This design comes from an exercise in tuning for small area, a short achievable clock period and few clock cycles per item on the open sky130 flow, not from production work.
In this exercise RTL edits were held to simulation tests only and were not proved equivalent to the original.

==> flow/design.v <==
`timescale 1ns / 1ps
package uvs_pkg;
    localparam int MAX_STEPS    = 256;
    localparam int MIN_STEPS    = 4;
    localparam int STEP_W       = 9;
    localparam int IDX_W        = 8;
    localparam int CW           = 34;
    localparam int PW           = 2 * CW;
    localparam int CORDIC_ITERS = 16;
    localparam int ITER_W       = 4;
    localparam logic signed [CW-1:0] CORDIC_X0 = 34'sd652032874;
    localparam logic signed [CW-1:0] UNIT_Q30  = 34'sd1073741824;
    localparam logic [8:0]  RESET_STEPS  = 9'd24;
    localparam logic [30:0] RESET_RADIUS = 31'd65536;
    localparam logic [29:0] RESET_ASTEP  = 30'd89478485;
    localparam logic [1:0] REG_STEPS  = 2'd0;
    localparam logic [1:0] REG_RADIUS = 2'd1;
    localparam logic [1:0] REG_ASTEP  = 2'd2;
    localparam logic [2:0] PH_POLES = 3'd0;
    localparam logic [2:0] PH_RING  = 3'd1;
    localparam logic [2:0] PH_NORTH = 3'd2;
    localparam logic [2:0] PH_MID   = 3'd3;
    localparam logic [2:0] PH_SOUTH = 3'd4;
    localparam logic [2:0] PH_IDLE  = 3'd5;
    localparam logic [1:0] KIND_VERTEX = 2'd0;
    localparam logic [1:0] KIND_TRI    = 2'd1;
    localparam logic [1:0] KIND_IDLE   = 2'd2;
    localparam logic [3:0] OP_NONE     = 4'd0;
    localparam logic [3:0] OP_CORDIC_T = 4'd1;
    localparam logic [3:0] OP_CORDIC_P = 4'd2;
    localparam logic [3:0] OP_POLE     = 4'd3;
    localparam logic [3:0] OP_MUL_NX   = 4'd4;
    localparam logic [3:0] OP_MUL_NY   = 4'd5;
    localparam logic [3:0] OP_MUL_PX   = 4'd6;
    localparam logic [3:0] OP_MUL_PY   = 4'd7;
    localparam logic [3:0] OP_MUL_PZ   = 4'd8;
    typedef struct packed {
        logic [3:0]       op;
        logic [IDX_W-1:0] ring;
        logic [IDX_W-1:0] col;
    } dp_cmd_t;
    typedef struct packed {
        logic cordic_busy;
    } dp_status_t;
    typedef struct packed {
        logic        load;
        logic [1:0]  kind;
        logic [15:0] a;
        logic [15:0] b;
        logic [15:0] c;
        logic        last;
    } ctrl_res_t;
    function automatic logic signed [CW-1:0] atan_val(input logic [ITER_W-1:0] k);
        logic signed [CW-1:0] v;
        unique case (k)
            4'd0:    v = 34'sd536870912;
            4'd1:    v = 34'sd316933406;
            4'd2:    v = 34'sd167458907;
            4'd3:    v = 34'sd85004756;
            4'd4:    v = 34'sd42667331;
            4'd5:    v = 34'sd21354465;
            4'd6:    v = 34'sd10679838;
            4'd7:    v = 34'sd5340245;
            4'd8:    v = 34'sd2670163;
            4'd9:    v = 34'sd1335087;
            4'd10:   v = 34'sd667544;
            4'd11:   v = 34'sd333772;
            4'd12:   v = 34'sd166886;
            4'd13:   v = 34'sd83443;
            4'd14:   v = 34'sd41722;
            default: v = 34'sd20861;
        endcase
        atan_val = v;
    endfunction
endpackage
`timescale 1ns / 1ps
module uvs_ctrl (
    input  logic                  clk,
    input  logic                  rst_n,
    input  logic                  item_valid,
    output logic                  item_ready,
    input  logic                  restart,
    input  logic [8:0]            steps,
    input  logic                  out_free,
    output uvs_pkg::dp_cmd_t      cmd,
    input  uvs_pkg::dp_status_t   status,
    output uvs_pkg::ctrl_res_t    res
);
    localparam logic [3:0] ST_IDLE  = 4'd0;
    localparam logic [3:0] ST_DISP  = 4'd1;
    localparam logic [3:0] ST_WT    = 4'd2;
    localparam logic [3:0] ST_WP    = 4'd3;
    localparam logic [3:0] ST_NY    = 4'd4;
    localparam logic [3:0] ST_PX    = 4'd5;
    localparam logic [3:0] ST_PY    = 4'd6;
    localparam logic [3:0] ST_PZ    = 4'd7;
    localparam logic [3:0] ST_DRAIN = 4'd8;
    localparam logic [3:0] ST_EMIT  = 4'd9;
    logic [3:0] state_reg, state_next;
    logic [2:0] phase_reg, phase_next;
    logic [7:0] ring_reg, ring_next;
    logic [7:0] col_reg, col_next;
    logic       half_reg, half_next;
    logic        col_last, ring_last, ring_last2;
    logic [15:0] steps16, ring16, col16;
    logic [31:0] mid_prod, south_prod;
    logic [15:0] shift, ca, cb;
    assign steps16    = {7'd0, steps};
    assign ring16     = {8'd0, ring_reg};
    assign col16      = {8'd0, col_reg};
    assign col_last   = ({1'b0, col_reg} + 9'd1) >= steps;
    assign ring_last  = ({1'b0, ring_reg} + 9'd1) >= steps;
    assign ring_last2 = ({2'd0, ring_reg} + 10'd2) >= {1'b0, steps};
    assign mid_prod   = (ring16 - 16'd1) * steps16;
    assign south_prod = (steps16 - 16'd2) * steps16;
    always_comb
    begin
        unique case (phase_reg)
            uvs_pkg::PH_MID:   shift = 16'd2 + mid_prod[15:0];
            uvs_pkg::PH_SOUTH: shift = 16'd2 + south_prod[15:0];
            default:           shift = 16'd2;
        endcase
        ca = shift + col16;
        cb = col_last ? shift : ca + 16'd1;
    end
    assign item_ready = (state_reg == ST_IDLE);
    always_comb
    begin
        state_next = state_reg;
        phase_next = phase_reg;
        ring_next  = ring_reg;
        col_next   = col_reg;
        half_next  = half_reg;
        cmd.op     = uvs_pkg::OP_NONE;
        cmd.ring   = ring_reg;
        cmd.col    = col_reg;
        res        = '0;
        unique case (state_reg)
            ST_IDLE:
            begin
                if (item_valid)
                begin
                    state_next = ST_DISP;
                    if (restart)
                    begin
                        phase_next = uvs_pkg::PH_POLES;
                        ring_next  = '0;
                        col_next   = '0;
                        half_next  = 1'b0;
                    end
                end
            end
            ST_DISP:
            begin
                unique case (phase_reg)
                    uvs_pkg::PH_RING:
                    begin
                        cmd.op     = uvs_pkg::OP_CORDIC_T;
                        state_next = ST_WT;
                    end
                    uvs_pkg::PH_POLES:
                    begin
                        cmd.op     = uvs_pkg::OP_POLE;
                        state_next = ST_PX;
                    end
                    default: state_next = ST_EMIT;
                endcase
            end
            ST_WT:
            begin
                if (!status.cordic_busy)
                begin
                    cmd.op     = uvs_pkg::OP_CORDIC_P;
                    state_next = ST_WP;
                end
            end
            ST_WP:
            begin
                if (!status.cordic_busy)
                begin
                    cmd.op     = uvs_pkg::OP_MUL_NX;
                    state_next = ST_NY;
                end
            end
            ST_NY:
            begin
                cmd.op     = uvs_pkg::OP_MUL_NY;
                state_next = ST_PX;
            end
            ST_PX:
            begin
                cmd.op     = uvs_pkg::OP_MUL_PX;
                state_next = ST_PY;
            end
            ST_PY:
            begin
                cmd.op     = uvs_pkg::OP_MUL_PY;
                state_next = ST_PZ;
            end
            ST_PZ:
            begin
                cmd.op     = uvs_pkg::OP_MUL_PZ;
                state_next = ST_DRAIN;
            end
            ST_DRAIN: state_next = ST_EMIT;
            ST_EMIT:
            begin
                if (out_free)
                begin
                    res.load   = 1'b1;
                    state_next = ST_IDLE;
                    unique case (phase_reg)
                        uvs_pkg::PH_POLES:
                        begin
                            res.kind = uvs_pkg::KIND_VERTEX;
                            if (col_reg == 8'd0)
                                col_next = 8'd1;
                            else
                            begin
                                phase_next = uvs_pkg::PH_RING;
                                ring_next  = 8'd1;
                                col_next   = '0;
                            end
                        end
                        uvs_pkg::PH_RING:
                        begin
                            res.kind = uvs_pkg::KIND_VERTEX;
                            if (col_last)
                            begin
                                col_next = '0;
                                if (ring_last)
                                begin
                                    phase_next = uvs_pkg::PH_NORTH;
                                    ring_next  = '0;
                                end
                                else
                                    ring_next = ring_reg + 8'd1;
                            end
                            else
                                col_next = col_reg + 8'd1;
                        end
                        uvs_pkg::PH_NORTH:
                        begin
                            res.kind = uvs_pkg::KIND_TRI;
                            res.a    = ca;
                            res.b    = cb;
                            if (col_last)
                            begin
                                phase_next = uvs_pkg::PH_MID;
                                ring_next  = 8'd1;
                                col_next   = '0;
                                half_next  = 1'b0;
                            end
                            else
                                col_next = col_reg + 8'd1;
                        end
                        uvs_pkg::PH_MID:
                        begin
                            res.kind = uvs_pkg::KIND_TRI;
                            if (!half_reg)
                            begin
                                res.a     = ca;
                                res.b     = ca + steps16;
                                res.c     = cb;
                                half_next = 1'b1;
                            end
                            else
                            begin
                                res.a     = cb + steps16;
                                res.b     = cb;
                                res.c     = ca + steps16;
                                half_next = 1'b0;
                                if (col_last)
                                begin
                                    col_next = '0;
                                    if (ring_last2)
                                    begin
                                        phase_next = uvs_pkg::PH_SOUTH;
                                        ring_next  = '0;
                                    end
                                    else
                                        ring_next = ring_reg + 8'd1;
                                end
                                else
                                    col_next = col_reg + 8'd1;
                            end
                        end
                        uvs_pkg::PH_SOUTH:
                        begin
                            res.kind = uvs_pkg::KIND_TRI;
                            res.a    = ca;
                            res.b    = 16'd1;
                            res.c    = cb;
                            res.last = col_last;
                            if (col_last)
                            begin
                                phase_next = uvs_pkg::PH_IDLE;
                                col_next   = '0;
                            end
                            else
                                col_next = col_reg + 8'd1;
                        end
                        default: res.kind = uvs_pkg::KIND_IDLE;
                    endcase
                end
            end
            default: state_next = ST_IDLE;
        endcase
    end
    always_ff @(posedge clk or negedge rst_n)
    begin
        if (!rst_n)
        begin
            state_reg <= ST_IDLE;
            phase_reg <= uvs_pkg::PH_POLES;
            ring_reg  <= '0;
            col_reg   <= '0;
            half_reg  <= 1'b0;
        end
        else
        begin
            state_reg <= state_next;
            phase_reg <= phase_next;
            ring_reg  <= ring_next;
            col_reg   <= col_next;
            half_reg  <= half_next;
        end
    end
endmodule
`timescale 1ns / 1ps
module uvs_dp (
    input  logic                  clk,
    input  logic                  rst_n,
    input  uvs_pkg::dp_cmd_t      cmd,
    input  logic [29:0]           angle_step,
    input  logic [30:0]           radius,
    output uvs_pkg::dp_status_t   status,
    output logic signed [31:0]    pos_x,
    output logic signed [31:0]    pos_y,
    output logic signed [31:0]    pos_z,
    output logic signed [15:0]    norm_x,
    output logic signed [15:0]    norm_y,
    output logic signed [15:0]    norm_z
);
    localparam int CW = uvs_pkg::CW;
    localparam int PW = uvs_pkg::PW;
    localparam logic signed [PW-1:0] POS_LIM = 68'sd2147483647;
    logic                          busy_reg;
    logic [uvs_pkg::ITER_W-1:0]    k_reg;
    logic                          flip_reg, dest_reg;
    logic signed [CW-1:0]          x_reg, y_reg, z_reg;
    logic signed [CW-1:0]          ct_reg, st_reg, cp_reg, sp_reg;
    logic signed [CW-1:0]          nx_reg, ny_reg, nz_reg;
    logic signed [PW-1:0]          prod_reg;
    logic [3:0]                    tag_reg;
    logic signed [31:0]            px_reg, py_reg, pz_reg;
    logic [8:0]            ang_mul;
    logic [38:0]           ang_full;
    logic [31:0]           ang;
    logic signed [CW-1:0]  dx, dy, at, x_nx, y_nx, z_nx, cos_v, sin_v;
    logic signed [CW-1:0]  mul_a, mul_b;
    logic signed [PW-1:0]  rnd30;
    logic signed [31:0]    pos_sat;
    logic                  is_cordic, is_mul;
    function automatic logic signed [15:0] quant_norm(input logic signed [CW-1:0] n);
        logic signed [CW-1:0] t;
        logic signed [15:0]   q;
        t = (n + 34'sd32768) >>> 16;
        if (t > 34'sd16384)
            q = 16'sd16384;
        else if (t < -34'sd16384)
            q = -16'sd16384;
        else
            q = 16'(t);
        quant_norm = q;
    endfunction
    assign is_cordic = (cmd.op == uvs_pkg::OP_CORDIC_T) || (cmd.op == uvs_pkg::OP_CORDIC_P);
    assign is_mul    = (cmd.op == uvs_pkg::OP_MUL_NX) || (cmd.op == uvs_pkg::OP_MUL_NY)
                    || (cmd.op == uvs_pkg::OP_MUL_PX) || (cmd.op == uvs_pkg::OP_MUL_PY)
                    || (cmd.op == uvs_pkg::OP_MUL_PZ);
    assign ang_mul  = (cmd.op == uvs_pkg::OP_CORDIC_T) ? {1'b0, cmd.ring} : {cmd.col, 1'b0};
    assign ang_full = ang_mul * angle_step;
    assign ang      = ang_full[31:0];
    assign dx    = y_reg >>> k_reg;
    assign dy    = x_reg >>> k_reg;
    assign at    = uvs_pkg::atan_val(k_reg);
    assign x_nx  = z_reg[CW-1] ? x_reg + dx : x_reg - dx;
    assign y_nx  = z_reg[CW-1] ? y_reg - dy : y_reg + dy;
    assign z_nx  = z_reg[CW-1] ? z_reg + at : z_reg - at;
    assign cos_v = flip_reg ? -x_nx : x_nx;
    assign sin_v = flip_reg ? -y_nx : y_nx;
    always_comb
    begin
        mul_a = signed'({3'd0, radius});
        mul_b = nz_reg;
        unique case (cmd.op)
            uvs_pkg::OP_MUL_NX:
            begin
                mul_a = st_reg;
                mul_b = cp_reg;
            end
            uvs_pkg::OP_MUL_NY:
            begin
                mul_a = st_reg;
                mul_b = sp_reg;
            end
            uvs_pkg::OP_MUL_PX: mul_b = nx_reg;
            uvs_pkg::OP_MUL_PY: mul_b = ny_reg;
            default:            mul_b = nz_reg;
        endcase
    end
    assign rnd30 = (prod_reg + (68'sd1 <<< 29)) >>> 30;
    always_comb
    begin
        if (rnd30 > POS_LIM)
            pos_sat = 32'sd2147483647;
        else if (rnd30 < -POS_LIM)
            pos_sat = -32'sd2147483647;
        else
            pos_sat = 32'(rnd30);
    end
    always_ff @(posedge clk or negedge rst_n)
    begin
        if (!rst_n)
        begin
            busy_reg <= 1'b0;
            k_reg    <= '0;
            tag_reg  <= uvs_pkg::OP_NONE;
        end
        else
        begin
            if (is_cordic)
            begin
                busy_reg <= 1'b1;
                k_reg    <= '0;
            end
            else if (busy_reg)
            begin
                k_reg <= k_reg + 4'd1;
                if (k_reg == 4'(uvs_pkg::CORDIC_ITERS - 1))
                    busy_reg <= 1'b0;
            end
            tag_reg <= is_mul ? cmd.op : uvs_pkg::OP_NONE;
        end
    end
    always_ff @(posedge clk)
    begin
        if (is_cordic)
        begin
            flip_reg <= ang[31] ^ ang[30];
            dest_reg <= (cmd.op == uvs_pkg::OP_CORDIC_P);
            x_reg    <= uvs_pkg::CORDIC_X0;
            y_reg    <= '0;
            z_reg    <= CW'(signed'({ang[30], ang[30:0]}));
        end
        else if (busy_reg)
        begin
            x_reg <= x_nx;
            y_reg <= y_nx;
            z_reg <= z_nx;
            if (k_reg == 4'(uvs_pkg::CORDIC_ITERS - 1))
            begin
                if (dest_reg)
                begin
                    cp_reg <= cos_v;
                    sp_reg <= sin_v;
                end
                else
                begin
                    ct_reg <= cos_v;
                    st_reg <= sin_v;
                end
            end
        end
        prod_reg <= mul_a * mul_b;
        if (cmd.op == uvs_pkg::OP_POLE)
        begin
            nx_reg <= '0;
            ny_reg <= '0;
            nz_reg <= (cmd.col == 8'd0) ? uvs_pkg::UNIT_Q30 : -uvs_pkg::UNIT_Q30;
        end
        else if (cmd.op == uvs_pkg::OP_MUL_NX)
            nz_reg <= ct_reg;
        unique case (tag_reg)
            uvs_pkg::OP_MUL_NX: nx_reg <= rnd30[CW-1:0];
            uvs_pkg::OP_MUL_NY: ny_reg <= rnd30[CW-1:0];
            uvs_pkg::OP_MUL_PX: px_reg <= pos_sat;
            uvs_pkg::OP_MUL_PY: py_reg <= pos_sat;
            uvs_pkg::OP_MUL_PZ: pz_reg <= pos_sat;
            default: ;
        endcase
    end
    assign status.cordic_busy = busy_reg;
    assign pos_x  = px_reg;
    assign pos_y  = py_reg;
    assign pos_z  = pz_reg;
    assign norm_x = quant_norm(nx_reg);
    assign norm_y = quant_norm(ny_reg);
    assign norm_z = quant_norm(nz_reg);
endmodule
`timescale 1ns / 1ps
module uv_sphere_mesh_generator (
    input  logic               clk,
    input  logic               rst_n,
    input  logic               item_valid,
    output logic               item_ready,
    input  logic               restart,
    output logic               result_valid,
    input  logic               result_ready,
    output logic [1:0]         item_kind,
    output logic signed [31:0] pos_x,
    output logic signed [31:0] pos_y,
    output logic signed [31:0] pos_z,
    output logic signed [15:0] norm_x,
    output logic signed [15:0] norm_y,
    output logic signed [15:0] norm_z,
    output logic [15:0]        corner_a,
    output logic [15:0]        corner_b,
    output logic [15:0]        corner_c,
    output logic               final_item,
    input  logic               cfg_valid,
    output logic               cfg_ready,
    input  logic [1:0]         cfg_index,
    input  logic [30:0]        cfg_data
);
    logic [8:0]  ring_steps_reg;
    logic [30:0] radius_reg;
    logic [29:0] angle_step_reg;
    logic [8:0]  steps;
    uvs_pkg::dp_cmd_t    cmd;
    uvs_pkg::dp_status_t status;
    uvs_pkg::ctrl_res_t  res;
    logic signed [31:0] dp_px, dp_py, dp_pz;
    logic signed [15:0] dp_nx, dp_ny, dp_nz;
    logic               out_free, is_vtx;
    logic               valid_reg;
    logic [1:0]         kind_reg;
    logic signed [31:0] px_reg, py_reg, pz_reg;
    logic signed [15:0] nx_reg, ny_reg, nz_reg;
    logic [15:0]        a_reg, b_reg, c_reg;
    logic               last_reg;
    assign cfg_ready = 1'b1;
    always_ff @(posedge clk or negedge rst_n)
    begin
        if (!rst_n)
        begin
            ring_steps_reg <= uvs_pkg::RESET_STEPS;
            radius_reg     <= uvs_pkg::RESET_RADIUS;
            angle_step_reg <= uvs_pkg::RESET_ASTEP;
        end
        else if (cfg_valid)
        begin
            unique case (cfg_index)
                uvs_pkg::REG_STEPS:  ring_steps_reg <= cfg_data[8:0];
                uvs_pkg::REG_RADIUS: radius_reg     <= cfg_data;
                uvs_pkg::REG_ASTEP:  angle_step_reg <= cfg_data[29:0];
                default: ;
            endcase
        end
    end
    always_comb
    begin
        priority if (ring_steps_reg < 9'(uvs_pkg::MIN_STEPS))
            steps = 9'(uvs_pkg::MIN_STEPS);
        else if (ring_steps_reg > 9'(uvs_pkg::MAX_STEPS))
            steps = 9'(uvs_pkg::MAX_STEPS);
        else
            steps = ring_steps_reg;
    end
    assign out_free = !valid_reg || result_ready;
    uvs_ctrl u_ctrl (
        .clk        (clk),
        .rst_n      (rst_n),
        .item_valid (item_valid),
        .item_ready (item_ready),
        .restart    (restart),
        .steps      (steps),
        .out_free   (out_free),
        .cmd        (cmd),
        .status     (status),
        .res        (res)
    );
    uvs_dp u_dp (
        .clk        (clk),
        .rst_n      (rst_n),
        .cmd        (cmd),
        .angle_step (angle_step_reg),
        .radius     (radius_reg),
        .status     (status),
        .pos_x      (dp_px),
        .pos_y      (dp_py),
        .pos_z      (dp_pz),
        .norm_x     (dp_nx),
        .norm_y     (dp_ny),
        .norm_z     (dp_nz)
    );
    assign is_vtx = (res.kind == uvs_pkg::KIND_VERTEX);
    always_ff @(posedge clk or negedge rst_n)
    begin
        if (!rst_n)
            valid_reg <= 1'b0;
        else if (res.load)
            valid_reg <= 1'b1;
        else if (result_ready)
            valid_reg <= 1'b0;
    end
    always_ff @(posedge clk)
    begin
        if (res.load)
        begin
            kind_reg <= res.kind;
            px_reg   <= is_vtx ? dp_px : '0;
            py_reg   <= is_vtx ? dp_py : '0;
            pz_reg   <= is_vtx ? dp_pz : '0;
            nx_reg   <= is_vtx ? dp_nx : '0;
            ny_reg   <= is_vtx ? dp_ny : '0;
            nz_reg   <= is_vtx ? dp_nz : '0;
            a_reg    <= res.a;
            b_reg    <= res.b;
            c_reg    <= res.c;
            last_reg <= res.last;
        end
    end
    assign result_valid = valid_reg;
    assign item_kind    = kind_reg;
    assign pos_x        = px_reg;
    assign pos_y        = py_reg;
    assign pos_z        = pz_reg;
    assign norm_x       = nx_reg;
    assign norm_y       = ny_reg;
    assign norm_z       = nz_reg;
    assign corner_a     = a_reg;
    assign corner_b     = b_reg;
    assign corner_c     = c_reg;
    assign final_item   = last_reg;
endmodule
==> flow/run.sh <==
#!/bin/bash
# synth_recipe.tcl (not shown) runs the flow's synth.tcl, then flattens the netlist and writes it again
# the make line also repeats each setting of config.mk as NAME=value (left out here)
make -C /OpenROAD-flow-scripts/flow DESIGN_CONFIG=/design/flow/config.mk WORK_HOME=/design/flow/orfs CLKGATE_MAP_FILE= SYNTH_SCRIPT=/design/flow/synth_recipe.tcl finish
==> flow/config.mk <==
export PLATFORM = sky130hd
export DESIGN_NAME = uv_sphere_mesh_generator
export DESIGN_NICKNAME = uv_sphere_mesh_generator
export VERILOG_FILES = /design/flow/design.v
export SDC_FILE = /design/flow/constraint.sdc
export NUM_CORES = 4
export LEC_CHECK = 0
export CAP_MARGIN = 20
export CORE_MARGIN = 2
export CORE_UTILIZATION = 40
export SLEW_MARGIN = 20
==> flow/constraint.sdc <==
create_clock -name core_clock -period 11.0 [get_ports {clk}]
set_input_delay 2.2000 -clock core_clock [delete_from_list [all_inputs] [get_ports {clk}]]
set_output_delay 2.2000 -clock core_clock [all_outputs]
set_load 0.01 [all_outputs]
==> results.py <==
metrics = {
    "critical_path": {
        "crit_top_cell": "fa_1",
        "crit_end": "u_dp.prod_reg[67]",
        "r2r-end": "u_dp.prod_reg[67]",
        "r2r_cells": 34,
        "path_max_fanout": 21,
        "start_kind": "flip-flop",
        "rrSetupSlack_ps": 490,
        "cp.required_ps": 11540,
        "cpMaxStageDelayCell": "or4b_2",
        "slowest_delay_ps": 740,
        "r2r-start": "u_ctrl.state_reg[0]",
        "crit_start": "u_ctrl.state_reg[0]",
        "crit_type": "reg2reg",
        "worstSetupEndpointType": "flip-flop",
        "arrival_ps": 11050,
    },
    "cells_and_area": {
        "final_cell_mix": "1551 x inv_1, 1548 x fa_1, 1456 x nand2_1",
        "fin_nets": 12300,
        "multi_input_area_um2": 68700,
        "design_area_um2": 108000,
        "drive_gt1_share_pct": 7.10,
        "seqCellArea_um2": 21700,
        "final_common_cell": "inv_1",
        "n_fill_cell": 23100,
        "fin_util_pct": 44.4,
        "largest_reg_flops": 39,
        "area.growth.synth_to_final_pct": 10.5,
    },
    "detailed_routing": {
        "drc": 0,
        "avgRoutedWirePerCell_um": 23.3,
        "m1WireLength_um": 134000,
        "dr_wl_met2_um": 140000,
        "firstDrtPassIters": 9,
        "wl_met3_um": 28600,
        "dr.max_layer_used": "met5",
        "drtAntennaViolNets": 0,
        "drt_iter0_drc": 7041,
        "vias_per_cell": 5.48,
        "num_vias": 73900,
        "wirelength_um": 315000,
    },
    "clock_network": {
        "clkSinkCount": 776,
        "clkTransAtPathRegs_ps": 70,
        "htree_num_levels": 3,
        "ctsLongestPathBuffers": 3,
        "numCtsBuffers": 90,
        "tritoncts": "built",
        "clock_latency_ps": 770,
        "cts_root_buf": "clkbuf_16",
    },
    "timing": {
        "slew_headroom_pct": 14.9,
        "fin_tns_setup_ps": 0,
        "fin_worst_skew_ps": 81.4,
        "min_period_over_period_pct": 95.5,
        "worst_pin_slew_ps": 1270,
        "fin_ws_ps": 490,
        "slew_viol_final": 0,
        "finalSetupViolCount": 0,
        "hold_viol_final": 0,
        "fin_crit_ps": 10510,
        "clock.fmax_ghz": 0.0952,
        "rsz0062_at_grt": "false",
    },
    "place": {
        "hpwl_um": 261000,
        "io_buffers": 235,
        "place_congestion": 0.952,
        "placed_cell_area_um2": 104000,
        "post-place-ws_ps": 442,
    },
    "die": {
        "design.die.area_um2": 248000,
        "io_pins": 237,
        "dieWidth_um": 498,
        "start_util_pct": 40.2,
        "core_um2": 243000,
        "rows": 181,
        "die_y_um": 498,
    },
    "synthesis": {
        "ys_types": 102,
        "async_reset_ff_share_pct": 13.4,
        "yosysTopAreaCellShare_pct": 31.8,
        "ys_ff_latch": 776,
        "netlist_area_um2": 97500,
        "syn_avg_cell_area_um2": 9.65,
        "synth_warnings": 3,
        "seq_area_frac_synth_pct": 22.3,
        "synthCells": 10100,
        "synthTopCellsByArea": "fa_1 32%, edfxtp_1 17%, ha_1 6.1%, inv_1 6.0%, nand2_1 5.6%",
        "synth_top_area_cell": "fa_1",
        "synth_edf_count": 565,
        "synth_ff_type": "edfxtp_1",
    },
    "global_routing": {
        "grt_max_degree": 103,
        "grt_pass1_vias": 75200,
        "grt_antenna_before_repair": 5,
        "grt_use_total_pct": 25.5,
        "grt_overflow_total": 0,
        "grt_first_pass_wirelength_um": 479000,
    },
    "run": {
        "cap_violations": 0,
    },
    "min_path": {
        "hold_path_class": "reg2reg",
    },
    "status": {
        "outcome": "no timing/DRC/antenna violations",
    },
}
-- metrics by stage --
step	hold slack [ps]	instances
floorplan	466	10100
global placement	480	13300
detailed placement	493	13300
CTS	488	13500
global route	509	13500
finish	494	13500
-- kinds of logic (layout without fill, tap and decap cells) --
| group | Yosys count | count (layout) | synth area share [%] |
|---|---|---|---|
| other | 2 | 18 | 0.00770 |
| adders and majority gates | 2026 | 2026 | 37.9 |
| and+or+nand+nor | 3230 | 3230 | 14.9 |
| AOI/OAI and AO/OA | 1199 | 1199 | 7.98 |
| muxes | 332 | 332 | 4.51 |
| buffers and inverters | 2034 | 2202 | 7.88 |
| DFF | 776 | 776 | 22.3 |
| xor gates and xnor gates | 501 | 501 | 4.50 |
-- worst min-delay path by stage --
| stage | start | to | depth (start not counted) |
|---|---|---|---|
| 2_1_floorplan | u_dp.y_reg[0] | u_dp.y_reg[0] | 2 |
| 3_3_place_gp | u_dp.y_reg[0] | u_dp.y_reg[0] | 2 |
| 3_5_place_dp | u_dp.y_reg[0] | u_dp.y_reg[0] | 2 |
| 4_1_cts | u_dp.pz_reg[27] | pz_reg[27] | 1 |
| 5_1_grt | u_dp.px_reg[27] | px_reg[27] | 1 |
| 6_report | u_dp.y_reg[0] | u_dp.y_reg[0] | 2 |
-- repair_timing --
action	CTS	global route
hold buffers	0	0
endpoints found under the setup margin	0	8
gates resized for setup	0	2
setup buffers	0	0
-- final cells by class --
| type | count | share of cell area (%) |
|---|---|---|
| Multi-Input combinational cell | 7303 | 63.8 |
| Sequential cell | 776 | 20.2 |
| Inverter | 1557 | 5.43 |
| Timing Repair Buffer | 477 | 3.91 |
| Tap cell | 3202 | 3.72 |
| Clock buffer | 107 | 2.25 |
| Clock inverter | 61 | 0.734 |
| Antenna cell | 3 | 0.00697 |
-- critical path: cells and delay by family, from the launching register on --
family / cells / cell delay, ps
and+or+nand+nor: 8 / 2130
AOI/OAI and AO/OA: 10 / 2600
buffers and inverters: 6 / 780
adders and majority gates: 9 / 4200
DFF: 1 / 480
xor gates and xnor gates: 1 / 80
-- synthesized netlist by cell type (20+ instances only) --
library cell / instances
a211oi_1: 52
a21o_1: 101
a21oi_1: 307
a222oi_1: 30
a22o_1: 20
a22oi_1: 23
a31oi_1: 74
and2_1: 247
and3_1: 63
buf_1: 58
clkbuf_1: 401
dfrtp_1: 87
dfxtp_1: 107
edfxtp_1: 565
fa_1: 1548
ha_1: 478
inv_1: 1552
mux2_1: 20
mux2_2: 118
mux2i_1: 122
mux4_2: 72
nand2_1: 1456
nand2b_1: 88
nand3_1: 119
nand4_1: 62
nor2_1: 808
nor2b_1: 131
nor3_1: 81
nor3b_1: 20
nor4_1: 27
o21a_1: 64
o21ai_0: 262
o21bai_1: 31
o31ai_1: 35
or3_1: 27
xnor2_1: 315
xor2_1: 186
-- routing by layer --
metal,GRT usage [%],vias up
li1,-,32600
met2,39.3,3217
met1,35.8,37600
met5,0,-
met3,5.03,459
met4,8.85,2
Testbench counts, summed over its fixed seeds: cycles 253,400, items 15,858.

static timing again, ports no longer ideal:
The results above use ideal ports. As a check the final layout listed here was re-extracted and re-timed, cells and wires unchanged.
Step 1 sets driving cells, clkbuf_16 on the clock port and buf_2 on the other inputs (assumed; they add their load-dependent delay and slew).
Step 2, shift: input delay + t, output delay - t, t = (earliest + latest rising clock arrival at the registers) / 2. This alone moves slack from input paths to output paths.
Three values: no drivers, after step 1, after step 2; two values: the first two.
shift t [ns]: 0.816
setup WS [ns]: 0.490 / 0.490 / 0.490
latest minus earliest clock arrival (ns): 0.082 / 0.082
After both steps this run still meets setup and hold. For this run, drivers alone change the setup slack by 0.000 ns; drivers and shift together by 0.000 ns.
